What follows belongs to an exercise in optimizing a design on an open flow for small area, a short achievable clock period and few clock cycles per item; a production flow would make more cautious choices. At most, simulation tests tie the RTL to the original design; equivalence was not proved. Power and IR drop assume default switching activity.

Design tri_setup_top, start of the top module:
module tri_setup_top (
	input  logic                     clk100,
	input  logic                     rst_n,
	input  logic                     next_frame,
	input  tri_setup_pkg::vtx_word_t vtx_data,
	input  logic                     vtx_empty,
	input  logic                     tri_wait,
	output logic                     vtx_pop,
	output tri_setup_pkg::tri_word_t tri_data,
	output logic                     tri_push
);
Size in the first run: about 4,300 cells after synthesis, about 310 flip-flops, roughly 30,000 um2 of cells after synthesis.
==> module slope_collect, before the edit <==
module slope_collect (
	input  logic                     clk100,
	input  logic                     norm,      
	input  logic [2:0]               step,      
	input  logic [5:0]               digit,     
	input  logic [2:0]               neg,
	input  logic [2:0]               ord,
	input  tri_setup_pkg::tri_hdr_t  hdr,
	output tri_setup_pkg::tri_word_t tri_data
);
	tri_setup_pkg::quot_t  quot [0:2];       
	tri_setup_pkg::slope_t s    [0:2];
	logic [1:0] i_top;
	logic [1:0] i_mid;
	logic [1:0] i_bot;
	logic [1:0] src [0:2];
	always_comb
	begin
		case (ord)
			3'b111:  {i_top, i_mid, i_bot} = {2'd0, 2'd1, 2'd2};
			3'b110:  {i_top, i_mid, i_bot} = {2'd0, 2'd2, 2'd1};
			3'b011:  {i_top, i_mid, i_bot} = {2'd1, 2'd0, 2'd2};
			3'b100:  {i_top, i_mid, i_bot} = {2'd2, 2'd0, 2'd1};
			3'b001:  {i_top, i_mid, i_bot} = {2'd1, 2'd2, 2'd0};
			3'b000:  {i_top, i_mid, i_bot} = {2'd2, 2'd1, 2'd0};
			default: {i_top, i_mid, i_bot} = {2'd0, 2'd1, 2'd2};
		endcase
	end
	assign src[2] = i_mid;
	assign src[1] = i_bot;
	assign src[0] = i_top;
	for (genvar e = 0; e < 3; e++)
	begin : g_quot
		logic       e_step;
		logic [1:0] e_digit;
		logic       e_neg;
		tri_setup_pkg::slope_t q;
		always_comb
		begin
			case (src[e])
				2'd0:    {e_step, e_digit, e_neg} = {step[0], digit[1:0], neg[0]};
				2'd1:    {e_step, e_digit, e_neg} = {step[1], digit[3:2], neg[1]};
				default: {e_step, e_digit, e_neg} = {step[2], digit[5:4], neg[2]};
			endcase
		end
		logic [11:1] low;
		logic [tri_setup_pkg::SLOPE_W-1:0] below;
		always_ff @(posedge clk100)
		begin
			if (norm)
			begin
				quot[e] <= '0;
				low     <= '0;
			end
			else if (e_step)
			begin
				quot[e] <= {quot[e][tri_setup_pkg::QUOT_BITS-3:0], e_digit};
				low     <= {low[10:1], 1'b0} | {11{e_digit != 2'd0}};
			end
		end
		always_comb
		begin
			below[0] = 1'b0;
			for (int i = 1; i < tri_setup_pkg::SLOPE_W; i++)
				if (i >= 2 * 11)
					below[i] = low[11];
				else if (i % 2 == 0)
					below[i] = low[i / 2];
				else if (i == 1)
					below[i] = quot[e][0];
				else
					below[i] = low[i / 2] || quot[e][i - 1];
		end
		assign q    = {{(tri_setup_pkg::SLOPE_W-tri_setup_pkg::QUOT_BITS){1'b0}}, quot[e]};
		assign s[e] = q ^ (below & {tri_setup_pkg::SLOPE_W{e_neg}});
	end
	assign tri_data = {hdr, s[2], s[1], s[0]};
endmodule
clock: 4.5 ns
lec_check: 0
abc_area: 1
cap_margin: 20
core_margin: 2
core_utilization: 40
setup_slack_margin: 0.8
slew_margin: 20
run.sh (not shown) runs the stock make flow with config.mk's settings and CLKGATE_MAP_FILE= SYNTH_SCRIPT=/design/flow/synth_recipe.tcl, a recipe that flattens the netlist after the stock synthesis.
==> next run, changes <==
--- a/flow/design.v
+++ b/flow/design.v
@@ -322,12 +322,15 @@
 				2'd1:    {e_step, e_digit, e_neg} = {step[1], digit[3:2], neg[1]};
 				default: {e_step, e_digit, e_neg} = {step[2], digit[5:4], neg[2]};
 			endcase
 		end
 		logic [11:1] low;
+		logic        neg_r;              
 		logic [tri_setup_pkg::SLOPE_W-1:0] below;
 		always_ff @(posedge clk100)
+			neg_r <= e_neg;
+		always_ff @(posedge clk100)
 		begin
 			if (norm)
 			begin
 				quot[e] <= '0;
 				low     <= '0;
@@ -350,11 +353,11 @@
 					below[i] = quot[e][0];
 				else
 					below[i] = low[i / 2] || quot[e][i - 1];
 		end
 		assign q    = {{(tri_setup_pkg::SLOPE_W-tri_setup_pkg::QUOT_BITS){1'b0}}, quot[e]};
-		assign s[e] = q ^ (below & {tri_setup_pkg::SLOPE_W{e_neg}});
+		assign s[e] = q ^ (below & {tri_setup_pkg::SLOPE_W{neg_r}});
 	end
 	assign tri_data = {hdr, s[2], s[1], s[0]};
 endmodule
 `timescale 1ns/10ps
 module tri_setup_top (
Effect: Clock power went up by 11%. Die area hardly moves. Wire length is higher by 0.40%. Sequential power rose by about 3%. Clock-buffer cell count went down by 4. Global-route usage is about the same.
Testbench counts after the change, summed over its fixed seeds: cycles 8,061, items 800.
For the first run of this note, only the layout was checked, not whether the RTL still works.


== the baseline ==
Another version of the RTL of tri_setup_top (not shown whole).
For scale: roughly 330 flip-flops, about 210 I/O pins, roughly 31,000 um2 of cells after synthesis.
==> module setup_sequencer, before the edit <==
module setup_sequencer (
	input  logic clk100,
	input  logic rst_n,
	input  logic next_frame,
	input  logic vtx_empty,
	input  logic tri_wait,
	input  logic div_last,       
	output logic idle,           
	output logic norm,           
	output logic run,
	output logic first,          
	output logic vtx_pop,
	output logic tri_push
);
	always_ff @(posedge clk100 or negedge rst_n)
	begin
		if (!rst_n)
		begin
			norm     <= 1'b0;
			first    <= 1'b0;
			run      <= 1'b0;
			tri_push <= 1'b0;
		end
		else if (next_frame)
		begin
			norm     <= 1'b0;
			first    <= 1'b0;
			run      <= 1'b0;
			tri_push <= 1'b0;
		end
		else
		begin
			norm     <= vtx_pop;
			first    <= norm;
			run      <= norm || (run && !div_last);
			tri_push <= run && div_last;
		end
	end
	assign idle    = !norm && !run && !tri_push;
	assign vtx_pop = idle && !vtx_empty && !tri_wait && !next_frame && rst_n;
endmodule
==> module vertex_sort, before the edit <==
module vertex_sort (
	input  logic                      clk100,
	input  logic                      idle,
	input  logic                      norm,
	input  tri_setup_pkg::vtx_word_t  vtx_data,
	output logic [3*(tri_setup_pkg::COORD_W+1)-1:0] dx,   
	output logic [3*(tri_setup_pkg::COORD_W+1)-1:0] dy,
	output tri_setup_pkg::tri_hdr_t   hdr,
	output logic [2:0]                ord          
);
	localparam int W = tri_setup_pkg::COORD_W;
	tri_setup_pkg::coord_t vx [0:2];
	tri_setup_pkg::coord_t vy [0:2];
	tri_setup_pkg::row_t   vr [0:2];
	logic       a_le_b;
	logic       a_le_c;
	logic       b_le_c;
	logic [1:0] i_top;
	logic [1:0] i_mid;
	logic [1:0] i_bot;
	logic       same_row;
	tri_setup_pkg::coord_t hx [0:2];
	tri_setup_pkg::row_t   hr [0:2];
	logic [2:0]            req;                     
	always_comb
	begin
		for (int i = 0; i < 3; i++)
		begin
			vx[i] = vtx_data[(5-i)*W +: W];
			vy[i] = vtx_data[(2-i)*W +: W];
			vr[i] = vy[i][W-1:2];
		end
	end
	assign dx = {{1'b0, vx[1]} - {1'b0, vx[0]}, {1'b0, vx[2]} - {1'b0, vx[0]}, {1'b0, vx[2]} - {1'b0, vx[1]}};
	assign dy = {{1'b0, vy[1]} - {1'b0, vy[0]}, {1'b0, vy[2]} - {1'b0, vy[0]}, {1'b0, vy[2]} - {1'b0, vy[1]}};
	assign a_le_b = !dy[2*(W+1)+W];
	assign a_le_c = !dy[(W+1)+W];
	assign b_le_c = !dy[W];
	always_ff @(posedge clk100)
	begin
		if (idle)
		begin
			for (int i = 0; i < 3; i++)
			begin
				hx[i] <= vx[i];
				hr[i] <= vr[i];
			end
			req <= {vr[0] == vr[1], vr[0] == vr[2], vr[1] == vr[2]};
			ord <= {a_le_b, a_le_c, b_le_c};
		end
		else if (norm)
		begin
			hx[0] <= hx[i_top];
			hx[1] <= same_row ? hx[i_mid] : hx[i_top];
			hr[0] <= hr[i_top];
			hr[1] <= hr[i_mid];
			hr[2] <= hr[i_bot];
		end
	end
	always_comb
	begin
		case (ord)
			3'b111:  {i_top, i_mid, i_bot} = {2'd0, 2'd1, 2'd2};
			3'b110:  {i_top, i_mid, i_bot} = {2'd0, 2'd2, 2'd1};
			3'b011:  {i_top, i_mid, i_bot} = {2'd1, 2'd0, 2'd2};
			3'b100:  {i_top, i_mid, i_bot} = {2'd2, 2'd0, 2'd1};
			3'b001:  {i_top, i_mid, i_bot} = {2'd1, 2'd2, 2'd0};
			3'b000:  {i_top, i_mid, i_bot} = {2'd2, 2'd1, 2'd0};
			default: {i_top, i_mid, i_bot} = {2'd0, 2'd1, 2'd2};   
		endcase
	end
	assign same_row = req[i_bot];
	assign hdr = {hx[0], hx[1], hr[0], hr[1], hr[2]};
endmodule
==> module tri_setup_top, before the edit <==
module tri_setup_top (
	input  logic                     clk100,
	input  logic                     rst_n,
	input  logic                     next_frame,
	input  tri_setup_pkg::vtx_word_t vtx_data,
	input  logic                     vtx_empty,
	input  logic                     tri_wait,
	output logic                     vtx_pop,
	output tri_setup_pkg::tri_word_t tri_data,
	output logic                     tri_push
);
	localparam int W  = tri_setup_pkg::COORD_W;
	localparam int CW = tri_setup_pkg::CNT_W;
	logic                    idle;
	logic                    norm;
	logic                    run;
	logic                    first;
	logic [3*(W+1)-1:0]      dx;
	logic [3*(W+1)-1:0]      dy;
	tri_setup_pkg::tri_hdr_t hdr;
	logic [2:0]              ord;
	logic [W+1:0]            w    [0:2];
	logic [W:0]              d    [0:2];
	logic [2:0]              neg;
	logic [2:0]              last;
	logic [2:0]              step;
	logic [5:0]              digit;
	logic [2:0]              dnz;
	vertex_sort u_sort (
		.clk100   (clk100),
		.idle     (idle),
		.norm     (norm),
		.vtx_data (vtx_data),
		.dx       (dx),
		.dy       (dy),
		.hdr      (hdr),
		.ord      (ord)
	);
	for (genvar k = 0; k < 3; k++)
	begin : g_edge
		logic [W+1:0]  w_norm;
		logic [W-1:0]  d_norm;
		logic [3:0]    lza_norm;
		logic [3:0]    lzd_norm;
		logic          neg_norm;
		slope_issue u_issue (
			.dx     (w[k][W:0]),
			.dy     (d[k]),
			.w_init (w_norm),
			.dvs    (d_norm),
			.lz_a   (lza_norm),
			.lz_d   (lzd_norm),
			.neg    (neg_norm)
		);
		slope_divider u_div (
			.clk100   (clk100),
			.idle     (idle),
			.norm     (norm),
			.run      (run),
			.first    (first),
			.dx_in    (dx[k*(W+1) +: W+1]),
			.dy_in    (dy[k*(W+1) +: W+1]),
			.w_norm   (w_norm),
			.d_norm   (d_norm),
			.lza_norm (lza_norm),
			.lzd_norm (lzd_norm),
			.neg_norm (neg_norm),
			.w        (w[k]),
			.d        (d[k]),
			.neg      (neg[k]),
			.last     (last[k]),
			.step     (step[k]),
			.digit    (digit[2*k +: 2]),
			.dnz      (dnz[k])
		);
	end
	setup_sequencer u_seq (
		.clk100     (clk100),
		.rst_n      (rst_n),
		.next_frame (next_frame),
		.vtx_empty  (vtx_empty),
		.tri_wait   (tri_wait),
		.div_last   (&last),
		.idle       (idle),
		.norm       (norm),
		.run        (run),
		.first      (first),
		.vtx_pop    (vtx_pop),
		.tri_push   (tri_push)
	);
	slope_collect u_collect (
		.clk100   (clk100),
		.norm     (norm),
		.step     (step),
		.digit    (digit),
		.dnz      (dnz),
		.neg      (neg),
		.ord      (ord),
		.hdr      (hdr),
		.tri_data (tri_data)
	);
endmodule
clock: 4.5 ns
lec_check: 0
abc_area: 1
cap_margin: 20
core_margin: 2
core_utilization: 40
setup_slack_margin: 1.1
slew_margin: 20
Testbench counts of the baseline, summed over its fixed seeds: cycles 8,061, items 800.
Changes in the candidate relative to the baseline:
--- a/flow/design.v
+++ b/flow/design.v
@@ -53,17 +53,16 @@
 			run      <= norm || (run && !div_last);
 			tri_push <= run && div_last;
 		end
 	end
 	assign idle    = !norm && !run && !tri_push;
-	assign vtx_pop = idle && !vtx_empty && !tri_wait && !next_frame && rst_n;
+	assign vtx_pop = idle && !vtx_empty && !tri_wait && !next_frame;
 endmodule
 `timescale 1ns/10ps
 module vertex_sort (
 	input  logic                      clk100,
 	input  logic                      idle,
-	input  logic                      norm,
 	input  tri_setup_pkg::vtx_word_t  vtx_data,
 	output logic [3*(tri_setup_pkg::COORD_W+1)-1:0] dx,   
 	output logic [3*(tri_setup_pkg::COORD_W+1)-1:0] dy,
 	output tri_setup_pkg::tri_hdr_t   hdr,
 	output logic [2:0]                ord          
@@ -76,14 +75,15 @@
 	logic       a_le_c;
 	logic       b_le_c;
 	logic [1:0] i_top;
 	logic [1:0] i_mid;
 	logic [1:0] i_bot;
+	logic       eq_ab;
+	logic       eq_ac;
+	logic       eq_bc;
 	logic       same_row;
-	tri_setup_pkg::coord_t hx [0:2];
-	tri_setup_pkg::row_t   hr [0:2];
-	logic [2:0]            req;                     
+	tri_setup_pkg::tri_hdr_t hdr_d;
 	always_comb
 	begin
 		for (int i = 0; i < 3; i++)
 		begin
 			vx[i] = vtx_data[(5-i)*W +: W];
@@ -94,45 +94,35 @@
 	assign dx = {{1'b0, vx[1]} - {1'b0, vx[0]}, {1'b0, vx[2]} - {1'b0, vx[0]}, {1'b0, vx[2]} - {1'b0, vx[1]}};
 	assign dy = {{1'b0, vy[1]} - {1'b0, vy[0]}, {1'b0, vy[2]} - {1'b0, vy[0]}, {1'b0, vy[2]} - {1'b0, vy[1]}};
 	assign a_le_b = !dy[2*(W+1)+W];
 	assign a_le_c = !dy[(W+1)+W];
 	assign b_le_c = !dy[W];
-	always_ff @(posedge clk100)
-	begin
-		if (idle)
-		begin
-			for (int i = 0; i < 3; i++)
-			begin
-				hx[i] <= vx[i];
-				hr[i] <= vr[i];
-			end
-			req <= {vr[0] == vr[1], vr[0] == vr[2], vr[1] == vr[2]};
-			ord <= {a_le_b, a_le_c, b_le_c};
-		end
-		else if (norm)
-		begin
-			hx[0] <= hx[i_top];
-			hx[1] <= same_row ? hx[i_mid] : hx[i_top];
-			hr[0] <= hr[i_top];
-			hr[1] <= hr[i_mid];
-			hr[2] <= hr[i_bot];
-		end
-	end
 	always_comb
 	begin
-		case (ord)
+		case ({a_le_b, a_le_c, b_le_c})
 			3'b111:  {i_top, i_mid, i_bot} = {2'd0, 2'd1, 2'd2};
 			3'b110:  {i_top, i_mid, i_bot} = {2'd0, 2'd2, 2'd1};
 			3'b011:  {i_top, i_mid, i_bot} = {2'd1, 2'd0, 2'd2};
 			3'b100:  {i_top, i_mid, i_bot} = {2'd2, 2'd0, 2'd1};
 			3'b001:  {i_top, i_mid, i_bot} = {2'd1, 2'd2, 2'd0};
 			3'b000:  {i_top, i_mid, i_bot} = {2'd2, 2'd1, 2'd0};
 			default: {i_top, i_mid, i_bot} = {2'd0, 2'd1, 2'd2};   
 		endcase
 	end
-	assign same_row = req[i_bot];
-	assign hdr = {hx[0], hx[1], hr[0], hr[1], hr[2]};
+	assign eq_ab = vr[0] == vr[1];
+	assign eq_ac = vr[0] == vr[2];
+	assign eq_bc = vr[1] == vr[2];
+	assign same_row = (i_bot == 2'd0) ? eq_bc : ((i_bot == 2'd1) ? eq_ac : eq_ab);
+	assign hdr_d = {vx[i_top], same_row ? vx[i_mid] : vx[i_top], vr[i_top], vr[i_mid], vr[i_bot]};
+	always_ff @(posedge clk100)
+	begin
+		if (idle)
+		begin
+			hdr <= hdr_d;
+			ord <= {a_le_b, a_le_c, b_le_c};
+		end
+	end
 endmodule
 `timescale 1ns/10ps
 module slope_issue (
 	input  tri_setup_pkg::delta_t            dx,
 	input  tri_setup_pkg::delta_t            dy,
@@ -385,11 +375,10 @@
 	logic [5:0]              digit;
 	logic [2:0]              dnz;
 	vertex_sort u_sort (
 		.clk100   (clk100),
 		.idle     (idle),
-		.norm     (norm),
 		.vtx_data (vtx_data),
 		.dx       (dx),
 		.dy       (dy),
 		.hdr      (hdr),
 		.ord      (ord)
## What came out
- On reported max-cap violation count, the candidate tracks the baseline almost exactly.
- Looking at total power draw across the baseline and the candidate, the one that comes out higher is the candidate.
- Re maximum frequency from static timing analysis: the candidate is about 6.5% down on the baseline.
- The candidate ended up with a lower total of clock buffers placed in the layout than the baseline did.
- Setup slack sits lower in the candidate than in the baseline.
- Compared with the baseline, the candidate shows a higher final RePlAce weighted congestion.
- Compared with the baseline, the candidate ends up with more cell area.
- The candidate vs. the baseline: critical path arrival went up; count of multi-input combinational gates went up; fraction of layout instances using a drive strength above 1 rose by 4.6 points.
The RTL of the candidate was laid out without a check of its function.

[what the ideal ports hide]
The flow's constraints put no driver on any port. The routed layouts listed below were extracted and timed again, unchanged, in two steps.
Step 1: set_driving_cell puts a clkbuf_16 on clk100 and a buf_2 on each other input, an assumption about the parent block.
Step 2 adds t to the input delays and takes it off the output delays; t is the mean of the earliest and latest rising clock arrival at the registers after step 1. Input paths then give back, and output paths get back, about the clock's delay inside the block.
Three values: ideal ports, drivers, drivers and shift; two values: the first two.
run | t (ns) | slack for setup (ns) | worst register clock-pin slew, ns | worst data-port slew with drivers (ns)
the first run of note 1 | 0.645 | 0.713 / 0.647 / 0.321 | 0.07 / 0.07 | 0.13
the second run of note 1 | 0.653 | 0.899 / 0.922 / 0.269 | 0.06 / 0.06 | 0.13
the baseline | 0.649 | 1.225 / 1.199 / 0.642 | 0.06 / 0.06 | 0.14
the candidate | 0.651 | 0.997 / 1.041 / 0.390 | 0.06 / 0.06 | 0.16
After both steps setup and hold are still met in every run listed. For the second run of note 1, which loses most, drivers alone change the setup slack by +0.023 ns; drivers and shift together by -0.630 ns.
